Context: an optimization exercise on an open-source flow, tuned for small area, a short achievable clock period and few clock cycles. The choices shown serve that exercise and are no tape-out recipe. RTL that was checked went through simulation tests only; none was proved equivalent to the original.

==> flow/design.v <==
package chirp_gen_pkg;
  localparam int CHIRP_TYPE_SIZE = 2;
  localparam logic [CHIRP_TYPE_SIZE-1:0] TYPE_UP    = 2'd0;
  localparam logic [CHIRP_TYPE_SIZE-1:0] TYPE_DOWN  = 2'd1;
  localparam logic [CHIRP_TYPE_SIZE-1:0] TYPE_QDOWN = 2'd2;
endpackage
module chirp_add #(
  parameter int W = 32
) (
  input  logic [W-1:0] a,
  input  logic [W-1:0] b,
  input  logic         ci,
  output logic [W-1:0] s
);
  logic [W-1:0] p0, g, p, gn, pn;
  always_comb begin
    p0 = a ^ b;
    g  = a & b;
    p  = p0;
    g[0] = g[0] | (p[0] & ci);
    for (int l = 1; l < W; l = l * 2) begin
      gn = g;
      pn = p;
      for (int i = 0; i < W; i++)
        if ((i / l) % 2 == 1) begin
          gn[i] = g[i] | (p[i] & g[(i / l) * l - 1]);
          pn[i] = p[i] & p[(i / l) * l - 1];
        end
      g = gn;
      p = pn;
    end
    s = p0 ^ {g[W-2:0], ci};
  end
endmodule
module chirp_freq_step #(
  parameter int PRECISION = 32
) (
  input  logic [PRECISION-1:0] freq,
  input  logic [PRECISION-1:0] d,
  input  logic [PRECISION-1:0] w,
  input  logic                 cin,
  input  logic                 k,
  input  logic                 up,
  input  logic                 use_test,    
  input  logic                 force_fold,  
  output logic [PRECISION-1:0] next_freq
);
  localparam int P = PRECISION;
  logic [P-1:0] s, t;
  logic [P-1:0] t_sum, t_car;
  logic [P:0]   x_a, x_b, x_c, x_sum, x_car, x;
  logic         ovf;
  logic         fold;
  always_comb begin
    t_sum = freq ^ d ^ w;
    t_car = {(freq[P-2:0] & d[P-2:0]) | (freq[P-2:0] & w[P-2:0]) | (d[P-2:0] & w[P-2:0]), k};
    x_a   = {freq[P-1], freq};
    x_b   = {d[P-1], d};
    x_c   = {up, up, w[P-1:1]};
    x_sum = x_a ^ x_b ^ x_c;
    x_car = {(x_a[P-1:0] & x_b[P-1:0]) | (x_a[P-1:0] & x_c[P-1:0]) | (x_b[P-1:0] & x_c[P-1:0]), 1'b1};
  end
  chirp_add #(.W(P))   u_s (.a(freq),  .b(d),     .ci(cin),  .s(s));
  chirp_add #(.W(P))   u_t (.a(t_sum), .b(t_car), .ci(1'b0), .s(t));
  chirp_add #(.W(P+1)) u_x (.a(x_sum), .b(x_car), .ci(1'b0), .s(x));
  always_comb begin
    ovf  = (freq[P-1] == d[P-1]) && (s[P-1] != freq[P-1]);
    fold = use_test ? (up ^ x[P] ^ ovf) : force_fold;
    next_freq = fold ? t : s;
  end
endmodule
import chirp_gen_pkg::*;
module chirp_gen #(
  parameter int PRECISION = 32,
  parameter int SYM_W     = 12
) (
  input  logic                       clk,
  input  logic                       rst,
  input  logic                       sym_valid,
  output logic                       sym_ready,
  input  logic [SYM_W-1:0]           sym_value,
  input  logic [CHIRP_TYPE_SIZE-1:0] chirp_type,
  input  logic [3:0]                 sf,
  input  logic [PRECISION-1:0]       bw_sr,
  input  logic [PRECISION-1:0]       phase_inc,
  input  logic [PRECISION-1:0]       symbol_size,
  output logic                       out_valid,
  input  logic                       out_ready,
  output logic [PRECISION-1:0]       phase_out,
  output logic [PRECISION-1:0]       freq_out,
  output logic                       sym_done
);
  localparam int P  = PRECISION;
  localparam int MB = P - SYM_W - 1;   
  logic          st_mul;    
  logic          st_sub;    
  logic          st_run;    
  logic          up_r;      
  logic          cin_r;     
  logic [P-1:0]  w_r;       
  logic [P-1:0]  d_r;       
  logic [P-1:0]  cnt_r;     
  logic          shifting;
  logic          m_last;
  logic          cnt_one;
  logic          size_zero;
  logic          req_up;
  logic          beat;
  logic          start;
  logic          horner;
  logic          accept;
  logic [P-1:0]  next_freq;
  logic [P-1:0]  cnt_dec;
  logic [P-1:0]  phase_sum;
  chirp_add #(.W(P)) u_phase (.a(phase_out), .b(freq_out), .ci(1'b0), .s(phase_sum));
  chirp_add #(.W(P)) u_cnt   (.a(cnt_r), .b('1), .ci(1'b0), .s(cnt_dec));
  always_comb begin
    shifting  = (cnt_r[3:0] != 4'd0);
    m_last    = (cnt_r[P-3:MB] == '0);
    cnt_one   = (cnt_r == P'(1));
    size_zero = (symbol_size == '0);
    req_up    = (chirp_type == TYPE_UP);
    beat      = st_run && out_ready;
    start     = sym_valid && ((!st_mul && !st_sub && !st_run) || (beat && cnt_one));
    horner    = st_mul && !shifting;
    accept    = st_sub && sym_valid;
  end
  chirp_freq_step #(
    .PRECISION (P)
  ) u_freq_step (
    .freq       (freq_out),
    .d          (d_r),
    .w          (w_r),
    .cin        (cin_r),
    .k          (cin_r || up_r),
    .up         (up_r),
    .use_test   (st_run),
    .force_fold (st_mul && cnt_r[P-1]),
    .next_freq  (next_freq)
  );
  always_ff @(posedge clk or posedge rst) begin
    if (rst) begin
      st_mul    <= 1'b0;
      st_sub    <= 1'b0;
      st_run    <= 1'b0;
      up_r      <= 1'b0;
      cin_r     <= 1'b0;
      sym_ready <= 1'b0;
      out_valid <= 1'b0;
      sym_done  <= 1'b0;
      phase_out <= '0;
    end else begin
      sym_done <= 1'b0;
      if (beat) begin
        phase_out <= phase_sum;
        if (cnt_one) begin
          out_valid <= 1'b0;
          sym_done  <= 1'b1;
          st_run    <= 1'b0;
        end
      end
      if (start) begin
        up_r      <= 1'b0;
        cin_r     <= 1'b1;
        sym_ready <= !req_up;
        st_mul    <= req_up;
        st_sub    <= !req_up;
      end
      if (horner) cin_r <= 1'b0;
      if (horner && m_last) begin
        cin_r     <= 1'b1;
        sym_ready <= 1'b1;
        st_mul    <= 1'b0;
        st_sub    <= 1'b1;
      end
      if (accept) begin
        up_r      <= req_up;
        cin_r     <= !req_up;
        sym_ready <= 1'b0;
        st_sub    <= 1'b0;
        if (size_zero) begin
          sym_done  <= 1'b1;
        end else begin
          out_valid <= 1'b1;
          st_run    <= 1'b1;
        end
      end
    end
  end
  always_ff @(posedge clk) begin
    if (beat) begin
      freq_out <= next_freq;
      cnt_r    <= cnt_dec;
    end
    if (start) begin
      freq_out <= {1'b0, bw_sr[P-1:1]};
      w_r      <= bw_sr;
      cnt_r    <= {sym_value, 1'b1, {(MB-4){1'b0}}, sf};
      d_r      <= req_up ? ~{1'b0, bw_sr[P-1:1]} : ~phase_inc;
    end
    if (st_mul) begin
      if (shifting) begin
        w_r        <= {1'b0, w_r[P-1:1]};
        cnt_r[3:0] <= cnt_dec[3:0];
        if (!cnt_r[P-1] && !m_last) cnt_r[P-1:MB] <= {cnt_r[P-2:MB], 1'b0};
      end else begin
        freq_out      <= next_freq;
        d_r           <= m_last ? ~{1'b0, bw_sr[P-1:1]} : next_freq;
        cnt_r[P-1:MB] <= {cnt_r[P-2:MB], 1'b0};
      end
    end
    if (accept) begin
      freq_out <= next_freq;
      cnt_r    <= symbol_size;
      if (req_up) begin
        w_r <= ~bw_sr;
        d_r <= phase_inc;
      end
    end
  end
endmodule
clock: 9.0 ns
lec_check: 0
cap_margin: 20
core_margin: 2
core_utilization: 50
setup_slack_margin: 5
slew_margin: 20
standard.sh (not shown) runs the stock make flow with config.mk's settings and CLKGATE_MAP_FILE= SYNTH_SCRIPT=/design/flow/synth_recipe.tcl, a recipe that flattens the netlist after the stock synthesis.
==> flow/flow/run.sh <==
#!/bin/bash
# Standard layout, with plain buf_1 cells as the port buffers.
export BUFFER_PORTS_ARGS="-buffer_cell sky130_fd_sc_hd__buf_1"
bash standard.sh > standard.log 2>&1
Testbench counts at the start, summed over its fixed seeds: cycles 66,537.
Then changed:
--- a/flow/design.v
+++ b/flow/design.v
@@ -162,10 +162,9 @@
       if (start) begin
         up_r      <= 1'b0;
-        cin_r     <= 1'b1;
+        cin_r     <= !req_up;
         sym_ready <= !req_up;
         st_mul    <= req_up;
         st_sub    <= !req_up;
       end
-      if (horner) cin_r <= 1'b0;
       if (horner && m_last) begin
         cin_r     <= 1'b1;
@@ -194,8 +193,13 @@
     end
     if (start) begin
-      freq_out <= {1'b0, bw_sr[P-1:1]};
-      w_r      <= bw_sr;
-      cnt_r    <= {sym_value, 1'b1, {(MB-4){1'b0}}, sf};
-      d_r      <= req_up ? ~{1'b0, bw_sr[P-1:1]} : ~phase_inc;
+      w_r   <= bw_sr;
+      cnt_r <= {sym_value, 1'b1, {(MB-4){1'b0}}, sf};
+      if (req_up) begin
+        freq_out <= '0;
+        d_r      <= '0;
+      end else begin
+        freq_out <= {1'b0, bw_sr[P-1:1]};
+        d_r      <= ~phase_inc;
+      end
     end
     if (st_mul) begin
@@ -205,16 +209,14 @@
         if (!cnt_r[P-1] && !m_last) cnt_r[P-1:MB] <= {cnt_r[P-2:MB], 1'b0};
       end else begin
-        freq_out      <= next_freq;
-        d_r           <= m_last ? ~{1'b0, bw_sr[P-1:1]} : next_freq;
-        cnt_r[P-1:MB] <= {cnt_r[P-2:MB], 1'b0};
+        freq_out         <= next_freq;
+        d_r              <= m_last ? ~{1'b0, bw_sr[P-1:1]} : next_freq;
+        cnt_r[P-1:MB]    <= {cnt_r[P-2:MB], 1'b0};
       end
     end
     if (accept) begin
       freq_out <= next_freq;
+      w_r      <= req_up ? ~bw_sr : bw_sr;
+      d_r      <= req_up ? phase_inc : ~phase_inc;
       cnt_r    <= symbol_size;
-      if (req_up) begin
-        w_r <= ~bw_sr;
-        d_r <= phase_inc;
-      end
     end
   end
The changed run completed with no timing, DRC or antenna violations.
Clock skew is about the same.
Global-route usage came out lower by 2.3 points.
Routed wire length falls by 2.1%.
Setup slack improves by 0.089 ns.
Utilization fell by 0.85 points.
For the second run of this note, only the layout was checked, not whether the RTL still works.

-- static timing again, ports no longer ideal --
The flow's constraints put no driver on any port. The routed layouts listed below were extracted and timed again, unchanged, in two steps.
Step 1, drivers: a clkbuf_16 drives clk and a buf_2 each remaining input, both assumed.
Step 2, shift: input delay + t, output delay - t, t = (earliest + latest rising clock arrival at the registers) / 2. This alone moves slack from input paths to output paths.
Slacks: ideal / step 1 / step 2; pairs: ideal / step 1.
run | t (ns) | setup slack, ns | worst slew at a driven data input, ns | pins driven straight from the clock port
the first run | 0.505 | 4.955 / 4.955 / 4.724 | 0.05 | 1
the second run | 0.506 | 5.044 / 5.044 / 4.847 | 0.06 | 1
After both steps every run listed still meets setup and hold. For the first run, which loses most, drivers alone change the setup slack by 0.000 ns; drivers and shift together by -0.231 ns.
